From an optimization exercise on the open Yosys and OpenROAD flow, aimed at small area; shortcuts taken in it are not production practice.
RTL that was checked went through simulation tests only; none was proved equivalent to the original.
Power is estimated from default activity; no workload was simulated.

==> flow/design.v <==
package img_params_pkg;
  localparam int IMG_WIDTH_DEF  = 220;
  localparam int IMG_HEIGHT_DEF = 220;
  localparam int DATA_WIDTH_DEF = 8;
  localparam int WIN_ELEMS  = 9;
  localparam int WIN_CENTRE = 4;
  typedef enum logic [2:0] {
    ST_IDLE   = 3'd0,
    ST_ACTIVE = 3'd1,
    ST_EOL    = 3'd2,
    ST_FLUSH  = 3'd3,
    ST_DONE   = 3'd4
  } gw_state_e;
endpackage
module gray_line_ram #(
  parameter int DEPTH = 443,
  parameter int DW    = 8
) (
  input  logic                clk,
  input  logic                en,
  input  logic                en0,
  input  logic [DW-1:0]       din,
  output logic [DEPTH*DW-1:0] q
);
  logic [DW-1:0]           head_q;
  logic [(DEPTH-1)*DW-1:0] tail_q;
  always_ff @(posedge clk) begin
    if (en || en0) head_q <= din;
    if (en)        tail_q <= {tail_q[(DEPTH-2)*DW-1:0], head_q};
  end
  assign q = {tail_q, head_q};
endmodule
import img_params_pkg::*;
module gray_window_3x3 #(
  parameter int IMG_WIDTH  = img_params_pkg::IMG_WIDTH_DEF,
  parameter int IMG_HEIGHT = img_params_pkg::IMG_HEIGHT_DEF,
  parameter int DATA_WIDTH = img_params_pkg::DATA_WIDTH_DEF
) (
  input  logic                              clk,
  input  logic                              rstn,
  input  logic                              start,
  input  logic                              in_valid,
  input  logic [DATA_WIDTH-1:0]             in_data,
  output logic                              in_ready,
  output logic                              win_valid,
  output logic [9*DATA_WIDTH-1:0]           win_data,
  output logic [$clog2(IMG_HEIGHT)-1:0]     out_row,
  output logic [$clog2(IMG_WIDTH)-1:0]      out_col,
  output logic                              busy,
  output logic                              done
);
  localparam int DW    = DATA_WIDTH;
  localparam int W     = IMG_WIDTH;
  localparam int AW    = $clog2(IMG_WIDTH);
  localparam int RW    = $clog2(IMG_HEIGHT);
  localparam int DEPTH = 2 * W + 3;
  img_params_pkg::gw_state_e    state_q, state_d;
  logic [AW-1:0]                ccol_q, ccol_d;
  logic [RW-1:0]                crow_q, crow_d;
  logic                         win_valid_q, win_valid_d;
  logic                         done_q, done_d;
  logic                         in_ready_q, in_ready_d;
  logic                         accept;
  logic                         first;
  logic                         shift_en;
  logic [DEPTH*DW-1:0]          line_q;
  logic                         pt, pb, pl, pr;
  assign accept   = in_valid && in_ready_q;
  assign first    = (ccol_q == AW'(W - 1));
  assign shift_en = (accept && !first) || (state_q == ST_EOL) ||
                    (state_q == ST_FLUSH);
  gray_line_ram #(.DEPTH(DEPTH), .DW(DW)) u_line (
    .clk  (clk),
    .en   (shift_en),
    .en0  (accept),
    .din  (~in_data),
    .q    (line_q)
  );
  always_comb begin
    state_d     = state_q;
    ccol_d      = ccol_q;
    crow_d      = crow_q;
    win_valid_d = 1'b0;
    done_d      = 1'b0;
    case (state_q)
      ST_IDLE: begin
        if (start) begin
          state_d = ST_ACTIVE;
          ccol_d  = AW'(W - 1);
          crow_d  = RW'(-2);
        end
      end
      ST_ACTIVE: begin
        if (accept) begin
          ccol_d = (ccol_q == AW'(W)) ? '0 : ccol_q + AW'(1);
          if (first) crow_d = crow_q + RW'(1);
          else       win_valid_d = (crow_q != '1);
          if (ccol_q == AW'(W - 3)) state_d = ST_EOL;
        end
      end
      ST_EOL: begin
        ccol_d      = AW'(W - 1);
        win_valid_d = (crow_q != '1);
        state_d     = (crow_q == RW'(IMG_HEIGHT - 2)) ? ST_FLUSH : ST_ACTIVE;
      end
      ST_FLUSH: begin
        win_valid_d = 1'b1;
        crow_d      = RW'(IMG_HEIGHT - 1);
        if (crow_q != RW'(IMG_HEIGHT - 1)) ccol_d = '0;
        else                               ccol_d = ccol_q + AW'(1);
        if (crow_q == RW'(IMG_HEIGHT - 1) && ccol_q == AW'(W - 2))
          state_d = ST_DONE;
      end
      ST_DONE: begin
        state_d = ST_IDLE;
        done_d  = 1'b1;
      end
      default: state_d = ST_IDLE;
    endcase
    in_ready_d = (state_d == ST_ACTIVE);
  end
  always_ff @(posedge clk or negedge rstn) begin
    if (!rstn) begin
      state_q     <= ST_IDLE;
      win_valid_q <= 1'b0;
      done_q      <= 1'b0;
      in_ready_q  <= 1'b0;
    end else begin
      state_q     <= state_d;
      win_valid_q <= win_valid_d;
      done_q      <= done_d;
      in_ready_q  <= in_ready_d;
    end
  end
  always_ff @(posedge clk) begin
    ccol_q <= ccol_d;
    crow_q <= crow_d;
  end
  assign pt = (crow_q == '0);
  assign pb = (crow_q == RW'(IMG_HEIGHT - 1));
  assign pl = (ccol_q == '0);
  assign pr = (ccol_q == AW'(W - 1));
  for (genvar gi = 0; gi < 3; gi++) begin : g_r
    for (genvar gj = 0; gj < 3; gj++) begin : g_c
      localparam int K = 3*gi + gj;
      localparam int P = (2 - gi) * W + (2 - gj);
      logic kill;
      assign kill = (gi == 0 && pt) || (gi == 2 && pb) ||
                    (gj == 0 && pl) || (gj == 2 && pr);
      assign win_data[DW*K +: DW] = ~(line_q[DW*P +: DW] | {DW{kill}});
    end
  end
  assign in_ready  = in_ready_q;
  assign win_valid = win_valid_q;
  assign out_row   = crow_q;
  assign out_col   = ccol_q;
  assign busy      = (state_q != ST_IDLE);
  assign done      = done_q;
endmodule
==> flow/config.mk <==
export PLATFORM = sky130hd
export DESIGN_NAME = gray_window_3x3
export DESIGN_NICKNAME = gray_window_3x3
export VERILOG_FILES = /design/flow/design.v
export SDC_FILE = /design/flow/constraint.sdc
export NUM_CORES = 4
export LEC_CHECK = 0
export CAP_MARGIN = 5
export CORE_MARGIN = 2
export CORE_UTILIZATION = 50
export PLACE_DENSITY = 0.6
export SLEW_MARGIN = 5
==> flow/constraint.sdc <==
create_clock -name core_clock -period 10.0 [get_ports {clk}]
set_input_delay 2.0000 -clock core_clock [delete_from_list [all_inputs] [get_ports {clk}]]
set_output_delay 2.0000 -clock core_clock [all_outputs]
set_load 0.01 [all_outputs]
standard.sh (not shown) runs the stock make flow with config.mk's settings and CLKGATE_MAP_FILE= SYNTH_SCRIPT=/design/flow/synth_recipe.tcl, a recipe that flattens the netlist after the stock synthesis.
==> flow/flow/run.sh <==
#!/bin/bash
# The standard layout (standard.sh), with two changes passed through the
# environment: clock tree synthesis without dummy loads and with clustering
# of our own choice, and the smallest buffer for the port buffers.
export CTS_ARGS="-sink_clustering_enable -repair_clock_nets -dont_use_dummy_load -buf_list sky130_fd_sc_hd__clkbuf_8 -sink_clustering_size 18 -sink_clustering_max_diameter 60"
export BUFFER_PORTS_ARGS="-buffer_cell sky130_fd_sc_hd__buf_1"
bash standard.sh > standard_sh.log 2>&1
The first run passed the timing, design-rule and antenna checks.
Next try:
--- a/flow/flow/run.sh
+++ b/flow/flow/run.sh
@@ -5 +5 @@
-export CTS_ARGS="-sink_clustering_enable -repair_clock_nets -dont_use_dummy_load -buf_list sky130_fd_sc_hd__clkbuf_8 -sink_clustering_size 18 -sink_clustering_max_diameter 60"
+export CTS_ARGS="-sink_clustering_enable -repair_clock_nets -dont_use_dummy_load -buf_list sky130_fd_sc_hd__clkbuf_8 -sink_clustering_size 18 -sink_clustering_max_diameter 50"
Settings changed: CAP_MARGIN 5 to 20, CORE_UTILIZATION 50 to 60, PLACE_DENSITY 0.6 to 0.7, SLEW_MARGIN 5 to 20.
After rerunning: Routed wire length went down by a few percent; clock skew went up by 0.039 ns; power barely changes; cell count went down by a few percent; fmax went down by a little under a tenth; die area went down by about a fifth.
No run of this note included a check of the RTL's function; only the layout flow was run.


Setup of main:
// gray_window_3x3: RTL as listed in full above, without the edits since
clock: 10.0 ns
lec_check: 0
cap_margin: 20
core_margin: 2
core_utilization: 50
place_density: 0.6
slew_margin: 20
==> flow/flow/run.sh <==
#!/bin/bash
# The standard layout (standard.sh), with two changes passed through the
# environment: clock tree synthesis without dummy loads and with clustering
# of our own choice, and the smallest buffer for the port buffers.
export CTS_ARGS="-sink_clustering_enable -repair_clock_nets -dont_use_dummy_load -buf_list sky130_fd_sc_hd__clkbuf_8 -sink_clustering_size 18 -sink_clustering_max_diameter 60"
export BUFFER_PORTS_ARGS="-buffer_cell sky130_fd_sc_hd__buf_1"
bash standard.sh > standard_sh.log 2>&1
main reached the end of the flow, and the finished layout is clean on the timing, design-rule and antenna checks.
Modified inputs, the feature branch compared to main
==> flow/flow/run.sh <==
#!/bin/bash
# The standard layout (standard.sh), with two changes passed through the
# environment: clock tree synthesis without dummy loads and with clustering
# of our own choice, and the smallest buffer for the port buffers.
export CTS_ARGS="-sink_clustering_enable -repair_clock_nets -dont_use_dummy_load -buf_list sky130_fd_sc_hd__clkbuf_8 -sink_clustering_size 16 -sink_clustering_max_diameter 80"
export BUFFER_PORTS_ARGS="-buffer_cell sky130_fd_sc_hd__buf_1"
bash standard.sh > standard_sh.log 2>&1
## What came out
- The feature branch vs main — sequential share of cell area dropped 0.16 points.
- In terms of cell area, the feature branch and main differ only marginally.
- Diff the feature branch..main | number of non-clock inverters | unchanged
- Between the feature branch and main, the minimum period implied by the final worst setup slack does not differ in any meaningful way.
- Re overall power: main was lower than the feature branch.
- Compared with main, in the feature branch signed area change from the synthesized netlist to the final layout went up, final-layout clock buffer total went up, power dissipated in the clock network went up.
Function was not checked in any run of this note: the RTL went through the layout flow alone.


== lane 1 ==
gray_window_3x3, a different RTL version from the one above (not shown whole).
Size in the first run: roughly 3,800 cells after synthesis, ~3,600 flip-flops, roughly 100 I/O pins, about 110,000 µm² of cells after synthesis.
==> flow/config.mk <==
export PLATFORM = sky130hd
export DESIGN_NAME = gray_window_3x3
export DESIGN_NICKNAME = gray_window_3x3
export VERILOG_FILES = /design/flow/design.v
export SDC_FILE = /design/flow/constraint.sdc
export NUM_CORES = 4
export LEC_CHECK = 0
export CAP_MARGIN = 20
export CORE_MARGIN = 2
export CORE_UTILIZATION = 40
export PLACE_DENSITY = 0.5
export SLEW_MARGIN = 20
==> flow/constraint.sdc <==
create_clock -name core_clock -period 10.0 [get_ports {clk}]
set_input_delay 2.0000 -clock core_clock [delete_from_list [all_inputs] [get_ports {clk}]]
set_output_delay 2.0000 -clock core_clock [all_outputs]
set_load 0.01 [all_outputs]
==> flow/flow/run.sh <==
#!/bin/bash
# The standard layout (standard.sh), with two changes passed through the
# environment: clock tree synthesis without dummy loads and with clustering
# of our own choice, and the smallest buffer for the port buffers.
export CTS_ARGS="-sink_clustering_enable -repair_clock_nets -dont_use_dummy_load -buf_list sky130_fd_sc_hd__clkbuf_8 -sink_clustering_size 18 -sink_clustering_max_diameter 70"
export BUFFER_PORTS_ARGS="-buffer_cell sky130_fd_sc_hd__buf_1"
bash standard.sh > standard_sh.log 2>&1
Lane 1 finished every stage and its layout cleared the timing, design-rule and antenna checks.
#### Input delta (lane 2 over lane 1)
# lane 1
export LEC_CHECK = 0
export CAP_MARGIN = 20
export CORE_MARGIN = 2
export CORE_UTILIZATION = 40
export PLACE_DENSITY = 0.5
export SLEW_MARGIN = 20
create_clock -name core_clock -period 10.0 [get_ports {clk}]
# lane 2
export LEC_CHECK = 0
export CAP_MARGIN = 20
export CORE_MARGIN = 2
export CORE_UTILIZATION = 50
export PLACE_DENSITY = 0.6
export SLEW_MARGIN = 20
create_clock -name core_clock -period 10.0 [get_ports {clk}]
==> flow/flow/run.sh <==
#!/bin/bash
# The standard layout (standard.sh), with two changes passed through the
# environment: clock tree synthesis without dummy loads and with clustering
# of our own choice, and the smallest buffer for the port buffers.
export CTS_ARGS="-sink_clustering_enable -repair_clock_nets -dont_use_dummy_load -buf_list sky130_fd_sc_hd__clkbuf_8 -sink_clustering_size 18 -sink_clustering_max_diameter 60"
export BUFFER_PORTS_ARGS="-buffer_cell sky130_fd_sc_hd__buf_1"
bash standard.sh > standard_sh.log 2>&1
Findings:
From lane 2 to lane 1, number of non-clock inverters did not move at all. Relative to lane 1, the register-to-register slack of lane 2 is higher by 220 ps. Lane 2 vs lane 1: total placed instance area down. The lower global-route met3 utilization came out of lane 1. When lane 2 is measured against lane 1, its worst-case clock skew turns out 14 ps lower. Lane 2 vs lane 1, overall track demand over capacity in global routing went up by 1.8 points. Lane 1 vs lane 2, library cell contributing the largest single delay on the critical path: sky130_fd_sc_hd__and3_1 vs sky130_fd_sc_hd__or2_1. Lower worst hold slack after final layout goes to lane 1 over lane 2. For the switching fraction of total power, lane 2 came in 0.33 points lower than lane 1 did. Lane 2 — global-route wire length before repair 4.7% lower, lane 1 as reference. Looking at final instance area, lane 2 sits 980 µm² lower than lane 1 does.
The following lists how lane 3 was set up differently from lane 2:
# lane 2
export LEC_CHECK = 0
export CAP_MARGIN = 20
export CORE_MARGIN = 2
export CORE_UTILIZATION = 50
export PLACE_DENSITY = 0.6
export SLEW_MARGIN = 20
create_clock -name core_clock -period 10.0 [get_ports {clk}]
# lane 3
export LEC_CHECK = 0
export CAP_MARGIN = 20
export CORE_MARGIN = 2
export CORE_UTILIZATION = 60
export PLACE_DENSITY = 0.7
export SLEW_MARGIN = 20
create_clock -name core_clock -period 10.0 [get_ports {clk}]
==> flow/flow/run.sh <==
#!/bin/bash
# The standard layout (standard.sh), with two changes passed through the
# environment: clock tree synthesis without dummy loads and with clustering
# of our own choice, and the smallest buffer for the port buffers.
export CTS_ARGS="-sink_clustering_enable -repair_clock_nets -dont_use_dummy_load -buf_list sky130_fd_sc_hd__clkbuf_8 -sink_clustering_size 18 -sink_clustering_max_diameter 50"
export BUFFER_PORTS_ARGS="-buffer_cell sky130_fd_sc_hd__buf_1"
bash standard.sh > standard_sh.log 2>&1
--- outcome ---
- Starting density of the core: higher on lane 3
- Relative to lane 2, count of clock-buffer cells in the layout has gone up in lane 3.
- Lane 3 vs. lane 2: overall fraction of global-route tracks in use increased 2.0 points; area of all placed cells without fillers now sits lower.
Modified inputs, lane 4 compared to lane 3
# lane 3
export LEC_CHECK = 0
export CAP_MARGIN = 20
export CORE_MARGIN = 2
export CORE_UTILIZATION = 60
export PLACE_DENSITY = 0.7
export SLEW_MARGIN = 20
create_clock -name core_clock -period 10.0 [get_ports {clk}]
# lane 4
export LEC_CHECK = 0
export CAP_MARGIN = 20
export CORE_MARGIN = 2
export CORE_UTILIZATION = 50
export PLACE_DENSITY = 0.6
export SLEW_MARGIN = 20
create_clock -name core_clock -period 10.0 [get_ports {clk}]
==> flow/flow/run.sh <==
#!/bin/bash
# The standard layout (standard.sh), with two changes passed through the
# environment: clock tree synthesis without dummy loads and with clustering
# of our own choice, and the smallest buffer for the port buffers.
export CTS_ARGS="-sink_clustering_enable -repair_clock_nets -dont_use_dummy_load -buf_list sky130_fd_sc_hd__clkbuf_8 -sink_clustering_size 17 -sink_clustering_max_diameter 50"
export BUFFER_PORTS_ARGS="-buffer_cell sky130_fd_sc_hd__buf_1"
bash standard.sh > standard_sh.log 2>&1
- Measured against each other, lane 3 and lane 4 differ in share of power burned in the clock network, the higher figure coming from lane 4.
- Summary — number of global-route vias before repair, lane 4 relative to lane 3: higher, by 982.
- Across both runs, sequential share of power was lower for lane 4 than for lane 3.
- Est. power | lane 4 vs lane 3 | lane 4 higher
- Between lane 4 and lane 3, the switching portion of total power does not differ in any meaningful way.
- Clock-buffer cell count, lane 3 and lane 4: smaller value in lane 3
- Standby leakage power went up slightly going from lane 3 to lane 4.
- Lane 3 → lane 4: global-route wire length before repair now sits higher; well-tap cell count increased by 483 relative to the old numbers.
- [compare] base=lane 3 new=lane 4: top achievable clock speed down about 1.5%; initial antenna violation count up 3.

==> re-timing with driven ports <==
No port has a modelled driver above. Below, the same layouts with a new extraction and two added sets of constraints.
Step 1: set_driving_cell puts a clkbuf_16 on clk and a buf_2 on each other input, an assumption about the parent block.
Step 2, shift: input delay + t, output delay - t, t = (earliest + latest rising clock arrival at the registers) / 2. This alone moves slack from input paths to output paths.
Three values: ideal ports, drivers, drivers and shift; two values: the first two.
run	t (ns)	slack for setup (ns)	clock arrival spread, ns	worst register clock-pin slew, ns
the first run of note 1	1.005	4.531 / 4.457 / 4.937	0.090 / 0.090	0.11 / 0.11
the second run of note 1	0.969	4.033 / 3.959 / 4.682	0.119 / 0.119	0.11 / 0.11
main	1.005	4.532 / 4.457 / 4.936	0.090 / 0.090	0.11 / 0.11
the feature branch	1.008	4.531 / 4.456 / 4.949	0.099 / 0.098	0.10 / 0.10
lane 1	0.996	4.239 / 4.159 / 4.513	0.173 / 0.173	0.11 / 0.11
lane 2	0.970	4.336 / 4.260 / 4.710	0.143 / 0.144	0.12 / 0.12
lane 3	0.989	4.378 / 4.302 / 4.702	0.114 / 0.114	0.11 / 0.11
lane 4	1.049	4.294 / 4.218 / 4.753	0.126 / 0.126	0.10 / 0.10
After both steps setup and hold are still met in every run listed.
